Source: an optimization exercise on an open RTL-to-GDS flow (aim: small area and a short achievable clock period). Production flows keep margins and buffers that such runs may drop. RTL that was checked went through simulation tests only; none was proved equivalent to the original. Power is estimated from default activity; no workload was simulated.

## memory_mc_top
module memory_mc_top (
  input  logic         clk,
  input  logic         res,
  input  logic [3:0]   ch_valid,
  output logic [3:0]   ch_ready,
  input  logic [3:0]   ch_wr_rd,
  input  logic [27:0]  ch_addr,
  input  logic [127:0] ch_wdata,
  input  logic [15:0]  ch_wstrb,
  output logic [127:0] ch_rdata,
  output logic [3:0]   ch_rvalid,
  output logic [3:0]   ch_err
);
Size: ~320 I/O pins.
clock: 5.5 ns
lec_check: 0
cap_margin: 20
core_margin: 2
core_utilization: 40
setup_slack_margin: 1.0
slew_margin: 20
run.sh (not shown) runs the stock make flow with config.mk's settings and CLKGATE_MAP_FILE= SYNTH_SCRIPT=/design/flow/synth_recipe.tcl, a recipe that flattens the netlist after the stock synthesis.
Edit:
==> flow/flow/run.sh (new file) <==
#!/bin/bash
# Standard ORFS layout, but ports are buffered with a plain buf_2 instead of
# the delay-cell buffer buffer_ports picks by default.
set -euo pipefail
export BUFFER_PORTS_ARGS="-buffer_cell sky130_fd_sc_hd__buf_2"
bash standard.sh finish > orfs_make.log 2>&1
==> flow/standard.sh (new file) <==
#!/bin/bash
# synth_recipe.tcl (not shown) runs the flow's synth.tcl, then flattens the netlist and writes it again
# the make line also repeats each setting of config.mk as NAME=value (left out here)
make -C /OpenROAD-flow-scripts/flow DESIGN_CONFIG=/design/flow/config.mk WORK_HOME=/design/flow/orfs CLKGATE_MAP_FILE= SYNTH_SCRIPT=/design/flow/synth_recipe.tcl "${@:-finish}"
CORE_UTILIZATION = 60   (was 40)
CTS_BUF_LIST = sky130_fd_sc_hd__clkbuf_4 sky130_fd_sc_hd__clkbuf_8   (was unset)
CTS_CLUSTER_SIZE = 24   (was unset)
SETUP_SLACK_MARGIN = 3.0   (was 1.0)
TNS_END_PERCENT = 0   (was unset)
removed: flow/run.sh
Worst setup slack gains 0.73 ns.
Via count rose slightly.
Fmax rose by about a fifth.
Routed wire length fell by a few percent.
Non-clock buffer count fell by 138.
Power fell slightly.
Final area fell by a few percent.
No functional check of the RTL was part of any run of this note.

========
memory_mc_top, a different RTL version from the one above (not shown whole).
Size in the first run: roughly 4700 cells after synthesis, ~2200 flip-flops, about 320 I/O pins, about 82000 µm² of cells after synthesis.
clock: 5.5 ns
lec_check: 0
cap_margin: 20
core_margin: 2
core_utilization: 40
cts_cluster_diameter: 60
cts_cluster_size: 30
setup_slack_margin: 3.0
slew_margin: 20
synth_hierarchical: 1
synth_minimum_keep_size: 0
tns_end_percent: 0
standard.sh (not shown) runs the stock make flow with config.mk's settings and CLKGATE_MAP_FILE= SYNTH_SCRIPT=/design/flow/synth_recipe.tcl, a recipe that flattens the netlist after the stock synthesis.
==> flow/flow/run.sh <==
#!/bin/bash
# Standard ORFS layout, but ports are buffered with a plain buf_2 instead of
# the delay-cell buffer buffer_ports picks by default.
set -euo pipefail
export BUFFER_PORTS_ARGS="-buffer_cell sky130_fd_sc_hd__buf_2"
bash standard.sh finish > orfs_make.log 2>&1
The starting point went through all stages and came out clean.
Change:
--- a/flow/config.mk
+++ b/flow/config.mk
@@ -10,4 +10,2 @@
 export CORE_UTILIZATION = 40
-export CTS_CLUSTER_DIAMETER = 60
-export CTS_CLUSTER_SIZE = 30
 export SETUP_SLACK_MARGIN = 3.0
Worst setup slack gets worse by 74 ps; hold slack is worse by 9.6 ps; final area climbs slightly; global-route usage drops by 0.36 points; wire length increases slightly; via count rose slightly; area after synthesis does not change; maximum frequency drops by a few percent; first-iteration DRC count stays flat.
No functional check of the RTL was part of any run of this note.

========
== build 19 ==
memory_mc_top, a different RTL version from the one above (not shown whole).
For scale: roughly 320 I/O pins.
==> flow/config.mk <==
export PLATFORM = sky130hd
export DESIGN_NAME = memory_mc_top
export DESIGN_NICKNAME = memory_mc_top
export VERILOG_FILES = /design/flow/design.v
export SDC_FILE = /design/flow/constraint.sdc
export NUM_CORES = 4
export LEC_CHECK = 0
export CAP_MARGIN = 20
export CORE_MARGIN = 2
export CORE_UTILIZATION = 65
export CTS_CLUSTER_DIAMETER = 60
export CTS_CLUSTER_SIZE = 30
export PLACE_DENSITY = 0.85
export SETUP_SLACK_MARGIN = 3.0
export SLEW_MARGIN = 20
export SYNTH_HIERARCHICAL = 1
export SYNTH_MINIMUM_KEEP_SIZE = 0
export TNS_END_PERCENT = 0
==> flow/constraint.sdc <==
create_clock -name core_clock -period 5.5 [get_ports {clk}]
set_input_delay 1.1000 -clock core_clock [delete_from_list [all_inputs] [get_ports {clk}]]
set_output_delay 1.1000 -clock core_clock [all_outputs]
set_load 0.01 [all_outputs]
==> flow/flow/run.sh <==
#!/bin/bash
# Standard ORFS layout, but ports are buffered with a plain buf_1 instead of
# the delay-cell buffer buffer_ports picks by default.
set -euo pipefail
export BUFFER_PORTS_ARGS="-buffer_cell sky130_fd_sc_hd__buf_1"
bash standard.sh finish > orfs_make.log 2>&1
What build 43 does differently from build 19 at the input level:
Settings: a change of CORE_UTILIZATION from 65 to 55; a change of PLACE_DENSITY from 0.85 to 0.8; a change of TNS_END_PERCENT from 0 to 2.
Findings:
- Fmax across build 43 and build 19: no real change.
- Build 43 had finished all stages when the layout checks came back failing, citing antenna rules.
- Area growth from synthesis to layout | build 43 above build 19
- Diff build 19..build 43 | flip-flop and latch count | unchanged
- For build 19, the worst setup path category was reg -> reg, unlike build 43, where it was in -> reg.
- Compared with build 19, build 43 shows a higher number of rows created at floorplan.
- Final net count (build 43 vs. build 19) increases by a few percent
- Build 43 — utilization 8.9 points lower, build 19 as reference
- Est. power | build 43 vs build 19 | build 43 higher

========
memory_mc_top, a different RTL version from the one above (not shown whole).
For scale: ~5100 cells after synthesis, ~320 I/O pins, about 84000 um^2 of cells after synthesis.
## memory_mc_top
module memory_mc_top (
  input  logic         clk,
  input  logic         res,
  input  logic [3:0]   ch_valid,
  output logic [3:0]   ch_ready,
  input  logic [3:0]   ch_wr_rd,
  input  logic [27:0]  ch_addr,
  input  logic [127:0] ch_wdata,
  input  logic [15:0]  ch_wstrb,
  output logic [127:0] ch_rdata,
  output logic [3:0]   ch_rvalid,
  output logic [3:0]   ch_err
);
  memory_mc #(
    .WIDTH     (32),
    .DEPTH     (64),
    .ADDR_WIDTH(7),
    .NUM_CH    (4),
    .RD_LAT    (1)
  ) u_mc (
    .clk      (clk),
    .res      (res),
    .ch_valid (ch_valid),
    .ch_ready (ch_ready),
    .ch_wr_rd (ch_wr_rd),
    .ch_addr  (ch_addr),
    .ch_wdata (ch_wdata),
    .ch_wstrb (ch_wstrb),
    .ch_rdata (ch_rdata),
    .ch_rvalid(ch_rvalid),
    .ch_err   (ch_err)
  );
endmodule
clock: 5.5 ns
lec_check: 0
cap_margin: 20
core_margin: 2
core_utilization: 55
cts_cluster_diameter: 60
cts_cluster_size: 30
place_density: 0.8
setup_slack_margin: 3.0
slew_margin: 20
synth_hierarchical: 1
synth_minimum_keep_size: 0
tns_end_percent: 0
Scripts as last shown in full above: flow/flow/run.sh
Rerun with:
Settings changed: PLACE_DENSITY 0.8 to unset.
Utilization went up by 0.39 points.
Power climbs by 3.9%.
Synthesized area is unchanged.
Maximum frequency hardly moves.
Global-route usage goes up by 1.3 points.
Setup slack loses 0.0031 ns.
Critical path depth drops by 1.
Combinational power is about the same.
Non-clock buffer count rose by 21.
Count of clock-buffer cells in the layout came out higher by 25.
Wire length came out higher by 1.5%.
Rerun with:
Settings changed: CAP_MARGIN 20 to 10, CTS_CLUSTER_DIAMETER 60 to 64, CTS_CLUSTER_SIZE 30 to 34, SLEW_MARGIN 20 to 10.
What happened: The changed run finished clean. Synthesized area does not change. Worst setup slack gains 0.038 ns. Global-route usage climbs by 0.51 points. Total power is higher by 0.35%. Cell area rises by 1.5%. Core utilization goes up by 0.96 points.

========
The RTL this note starts from:
==> flow/design.v <==
module memory_mc_arb #(
  parameter int unsigned NUM_CH = 4
) (
  input  logic [NUM_CH*NUM_CH-1:0] prio,
  input  logic [NUM_CH-1:0]        valid,
  output logic [NUM_CH-1:0]        gnt
);
  always_comb begin
    for (int i = 0; i < NUM_CH; i++) begin
      logic blk;
      blk = 1'b0;
      for (int j = 0; j < NUM_CH; j++) blk = blk | (valid[j] & prio[j*NUM_CH + i]);
      gnt[i] = valid[i] & ~blk;
    end
  end
endmodule
module memory_mc_sel #(
  parameter int unsigned WIDTH      = 32,
  parameter int unsigned DEPTH      = 64,
  parameter int unsigned ADDR_WIDTH = 7,
  parameter int unsigned NUM_CH     = 4,
  parameter int unsigned NLo        = 8,
  parameter int unsigned NHi        = 8
) (
  input  logic [NUM_CH-1:0]            gnt,         
  input  logic [NUM_CH-1:0]            gnt_d,       
  input  logic                         res,
  input  logic [NUM_CH-1:0]            ch_wr_rd,
  input  logic [NUM_CH*ADDR_WIDTH-1:0] ch_addr,
  input  logic [NUM_CH*WIDTH-1:0]      ch_wdata,
  input  logic [NUM_CH*WIDTH/8-1:0]    ch_wstrb,
  output logic [NUM_CH-1:0]            oor,         
  output logic [NLo-1:0]               lo_sel,      
  output logic [NHi-1:0]               hi_rd,       
  output logic [DEPTH*WIDTH/8-1:0]     wen,         
  output logic [WIDTH-1:0]             wdata_sel
);
  localparam int unsigned NumBytes = WIDTH / 8;
  localparam int unsigned LoW      = $clog2(NLo);
  localparam int unsigned HiW      = $clog2(NHi);
  logic [NLo-1:0]      lo_dec [NUM_CH];
  logic [NHi-1:0]      hi_dec [NUM_CH];
  logic [NUM_CH-1:0]   wr_ok;       
  logic [NLo-1:0]      lo_wr;
  logic [NHi-1:0]      hi_sel;
  logic [NumBytes-1:0] strb_sel;
  always_comb begin
    for (int i = 0; i < NUM_CH; i++) begin
      logic [ADDR_WIDTH-1:0] a;
      a         = ch_addr[i*ADDR_WIDTH +: ADDR_WIDTH];
      oor[i]    = (32'(a) >= DEPTH);
      wr_ok[i]  = res & ch_wr_rd[i] & ~oor[i];
      lo_dec[i] = NLo'(1) << a[LoW-1:0];
      hi_dec[i] = NHi'(1) << a[LoW +: HiW];
    end
    lo_sel    = '0;
    lo_wr     = '0;
    hi_rd     = '0;
    hi_sel    = '0;
    strb_sel  = '0;
    wdata_sel = '0;
    for (int i = 0; i < NUM_CH; i++) begin
      lo_sel    = lo_sel    | (lo_dec[i] & {NLo{gnt[i]}});
      lo_wr     = lo_wr     | (lo_dec[i] & {NLo{gnt[i] & wr_ok[i]}});
      hi_rd     = hi_rd     | (hi_dec[i] & {NHi{gnt[i] & ~oor[i]}});
      hi_sel    = hi_sel    | (hi_dec[i] & {NHi{gnt[i]}});
      strb_sel  = strb_sel  | (ch_wstrb[i*NumBytes +: NumBytes] & {NumBytes{gnt_d[i]}});
      wdata_sel = wdata_sel | (ch_wdata[i*WIDTH +: WIDTH] & {WIDTH{gnt_d[i]}});
    end
    for (int w = 0; w < DEPTH; w++) begin
      for (int b = 0; b < NumBytes; b++) begin
        wen[w*NumBytes + b] = hi_sel[w / NLo] & lo_wr[w % NLo] & strb_sel[b];
      end
    end
  end
endmodule
module memory_mc_rdmux #(
  parameter int unsigned WIDTH = 32,
  parameter int unsigned NLo   = 8,
  parameter int unsigned NHi   = 8
) (
  input  logic [NLo*NHi*WIDTH-1:0] mem,
  input  logic [NLo-1:0]           lo_sel,
  input  logic [NHi-1:0]           hi_sel,
  output logic [WIDTH-1:0]         rd
);
  logic [WIDTH-1:0] grp [NHi];
  always_comb begin
    rd = '0;
    for (int h = 0; h < NHi; h++) begin
      grp[h] = '0;
      for (int l = 0; l < NLo; l++) begin
        grp[h] = grp[h] | (mem[(h*NLo + l)*WIDTH +: WIDTH] & {WIDTH{lo_sel[l]}});
      end
      rd = rd | (grp[h] & {WIDTH{hi_sel[h]}});
    end
  end
endmodule
module memory_mc #(
  parameter int unsigned WIDTH      = 32,
  parameter int unsigned DEPTH      = 64,
  parameter int unsigned ADDR_WIDTH = 7,
  parameter int unsigned NUM_CH     = 4,
  parameter int unsigned RD_LAT     = 1
) (
  input  logic                         clk,
  input  logic                         res,
  input  logic [NUM_CH-1:0]            ch_valid,
  output logic [NUM_CH-1:0]            ch_ready,
  input  logic [NUM_CH-1:0]            ch_wr_rd,
  input  logic [NUM_CH*ADDR_WIDTH-1:0] ch_addr,
  input  logic [NUM_CH*WIDTH-1:0]      ch_wdata,
  input  logic [NUM_CH*WIDTH/8-1:0]    ch_wstrb,
  output logic [NUM_CH*WIDTH-1:0]      ch_rdata,
  output logic [NUM_CH-1:0]            ch_rvalid,
  output logic [NUM_CH-1:0]            ch_err
);
  localparam int unsigned NumBytes = WIDTH / 8;
  localparam int unsigned IdxW     = $clog2(DEPTH);
  localparam int unsigned NLo      = 1 << (IdxW / 2);
  localparam int unsigned NHi      = DEPTH / NLo;
  localparam int unsigned NPair = NUM_CH * (NUM_CH - 1) / 2;
  logic [NPair-1:0]         swap_q, swap_d;
  logic [NUM_CH*NUM_CH-1:0] prio;      
  logic [NUM_CH-1:0]        gnt;       
  logic [NUM_CH-1:0]        gnt_out;   
  logic [NUM_CH-1:0]        gnt_d;     
  always_comb begin
    for (int j = 0; j < NUM_CH; j++) begin
      for (int i = 0; i < NUM_CH; i++) begin
        if (j < i)      prio[j*NUM_CH + i] = ~swap_q[(j*NUM_CH - (j*(j+1))/2 + (i-j-1))];
        else if (j > i) prio[j*NUM_CH + i] = swap_q[(i*NUM_CH - (i*(i+1))/2 + (j-i-1))];
        else            prio[j*NUM_CH + i] = 1'b0;
      end
    end
  end
  memory_mc_arb #(.NUM_CH(NUM_CH)) u_arb (.prio(prio), .valid(ch_valid), .gnt(gnt));
  memory_mc_arb #(.NUM_CH(NUM_CH)) u_arb_d (.prio(prio), .valid(ch_valid), .gnt(gnt_d));
  memory_mc_arb #(.NUM_CH(NUM_CH)) u_arb_out (.prio(prio), .valid(ch_valid), .gnt(gnt_out));
  assign ch_ready = gnt_out & {NUM_CH{res}};
  always_comb begin
    for (int j = 0; j < NUM_CH; j++) begin
      for (int i = j + 1; i < NUM_CH; i++) begin
        logic t;
        t = 1'b0;
        for (int g = 0; g < NUM_CH; g++) begin
          if (((i - g - 1 + 2*NUM_CH) % NUM_CH) < ((j - g - 1 + 2*NUM_CH) % NUM_CH)) t = t | gnt[g];
        end
        swap_d[(j*NUM_CH - (j*(j+1))/2 + (i-j-1))] = t;
      end
    end
  end
  always_ff @(posedge clk or negedge res) begin
    if (!res) begin
      swap_q <= '0;
    end else if (|ch_valid) begin
      swap_q <= swap_d;
    end
  end
  logic [NUM_CH-1:0]         oor;
  logic [NLo-1:0]            lo_sel;
  logic [NHi-1:0]            hi_rd;
  logic [DEPTH*NumBytes-1:0] wen;
  logic [WIDTH-1:0]          wdata_sel;
  memory_mc_sel #(
    .WIDTH(WIDTH), .DEPTH(DEPTH), .ADDR_WIDTH(ADDR_WIDTH), .NUM_CH(NUM_CH), .NLo(NLo), .NHi(NHi)
  ) u_sel (
    .gnt(gnt), .gnt_d(gnt_d), .res(res), .ch_wr_rd(ch_wr_rd), .ch_addr(ch_addr), .ch_wdata(ch_wdata),
    .ch_wstrb(ch_wstrb), .oor(oor), .lo_sel(lo_sel), .hi_rd(hi_rd), .wen(wen),
    .wdata_sel(wdata_sel)
  );
  logic [DEPTH*WIDTH-1:0] mem_q;
  always_ff @(posedge clk) begin
    for (int w = 0; w < DEPTH; w++) begin
      for (int b = 0; b < NumBytes; b++) begin
        if (wen[w*NumBytes + b]) begin
          mem_q[w*WIDTH + 8*b +: 8] <= wdata_sel[8*b +: 8];
        end
      end
    end
  end
  logic [WIDTH-1:0] rd_word;
  memory_mc_rdmux #(.WIDTH(WIDTH), .NLo(NLo), .NHi(NHi)) u_rd (
    .mem(mem_q), .lo_sel(lo_sel), .hi_sel(hi_rd), .rd(rd_word)
  );
  logic [NUM_CH-1:0]       rvalid_q, err_q;
  logic [NUM_CH*WIDTH-1:0] rdata_q;
  always_ff @(posedge clk or negedge res) begin
    if (!res) begin
      rvalid_q <= '0;
      err_q    <= '0;
      rdata_q  <= '0;
    end else begin
      for (int i = 0; i < NUM_CH; i++) begin
        rvalid_q[i] <= gnt_d[i] & ~ch_wr_rd[i];
        err_q[i]    <= gnt_d[i] & oor[i];
        if (gnt_d[i] && !ch_wr_rd[i]) begin
          rdata_q[i*WIDTH +: WIDTH] <= rd_word;   
        end
      end
    end
  end
  assign ch_rvalid = rvalid_q;
  assign ch_err    = err_q;
  assign ch_rdata  = rdata_q;
endmodule
module memory_mc_top (
  input  logic         clk,
  input  logic         res,
  input  logic [3:0]   ch_valid,
  output logic [3:0]   ch_ready,
  input  logic [3:0]   ch_wr_rd,
  input  logic [27:0]  ch_addr,
  input  logic [127:0] ch_wdata,
  input  logic [15:0]  ch_wstrb,
  output logic [127:0] ch_rdata,
  output logic [3:0]   ch_rvalid,
  output logic [3:0]   ch_err
);
  memory_mc #(
    .WIDTH     (32),
    .DEPTH     (64),
    .ADDR_WIDTH(7),
    .NUM_CH    (4),
    .RD_LAT    (1)
  ) u_mc (
    .clk      (clk),
    .res      (res),
    .ch_valid (ch_valid),
    .ch_ready (ch_ready),
    .ch_wr_rd (ch_wr_rd),
    .ch_addr  (ch_addr),
    .ch_wdata (ch_wdata),
    .ch_wstrb (ch_wstrb),
    .ch_rdata (ch_rdata),
    .ch_rvalid(ch_rvalid),
    .ch_err   (ch_err)
  );
endmodule
export LEC_CHECK = 0
export CAP_MARGIN = 20
export CORE_MARGIN = 2
export CORE_UTILIZATION = 55
export CTS_CLUSTER_DIAMETER = 70
export CTS_CLUSTER_SIZE = 40
export SETUP_SLACK_MARGIN = 3.0
export SLEW_MARGIN = 20
export SYNTH_HIERARCHICAL = 1
export SYNTH_MINIMUM_KEEP_SIZE = 0
export TNS_END_PERCENT = 0
create_clock -name core_clock -period 5.5 [get_ports {clk}]
Scripts as last shown in full above: flow/flow/run.sh
The baseline finished clean.
Edit:
==> flow/flow/run.sh (replaced) <==
#!/bin/bash
# Standard ORFS layout, but ports are buffered with a plain buf_2 instead of
# the delay-cell buffer buffer_ports picks by default.
set -euo pipefail
export BUFFER_PORTS_ARGS="-buffer_cell sky130_fd_sc_hd__buf_2"
bash standard.sh finish > orfs_make.log 2>&1
- CORE_UTILIZATION: 55 -> 40
- CTS_CLUSTER_DIAMETER: 70 -> 60
- CTS_CLUSTER_SIZE: 40 -> 30
=> Power barely changes. Worst setup slack stays flat. Via count hardly moves. Global-route usage drops by 8.0 points. Fmax is about the same. Critical path depth climbs by 1. Register-to-register slack loses 0.02 ns. Sequential share of layout area drops by 0.61 points. Combinational power climbs by about 2%. Utilization drops by 17 points. Non-clock buffer count drops by 1.

port drivers added, routing unchanged:
The results above use ideal ports. As a check the final layouts listed here were re-extracted and re-timed, cells and wires unchanged. Step 1: set_driving_cell puts a clkbuf_16 on clk and a buf_2 on each other input, an assumption about the parent block. Step 2 also shifts input and output timing later by t, the mid clock arrival at the registers, as if the neighbouring blocks saw the same clock. a / b / c = no drivers / after step 1 / after step 2; a / b = the first two.
| run | t, ns | slack for setup (ns) | cell pins on the clock port's net |
|---|---|---|---|
| the first run of note 1 | 0.943 | 1.115 / 0.989 / 0.216 | 1 |
| the second run of note 1 | 1.089 | 1.846 / 1.722 / 0.633 | 1 |
| the first run of note 2 | 0.921 | 1.995 / 1.995 / 1.146 | 1 |
| the second run of note 2 | 0.959 | 1.920 / 1.920 / 1.025 | 1 |
| build 19 | 0.873 | 2.047 / 1.983 / 1.110 | 1 |
| build 43 | 0.882 | 2.049 / 1.966 / 1.084 | 1 |
| the first run of note 4 | 0.881 | 2.331 / 2.331 / 1.511 | 1 |
| the second run of note 4 | 0.901 | 2.328 / 2.328 / 1.509 | 1 |
| the third run of note 4 | 0.892 | 2.366 / 2.366 / 1.546 | 1 |
| the first run of note 5 | 0.863 | 1.968 / 2.004 / 1.141 | 1 |
| the second run of note 5 | 0.897 | 1.968 / 1.977 / 1.096 | 1 |
The setup slack of the second run of note 1, which loses most, moves by -0.124 ns with the drivers and by -1.213 ns with both steps.
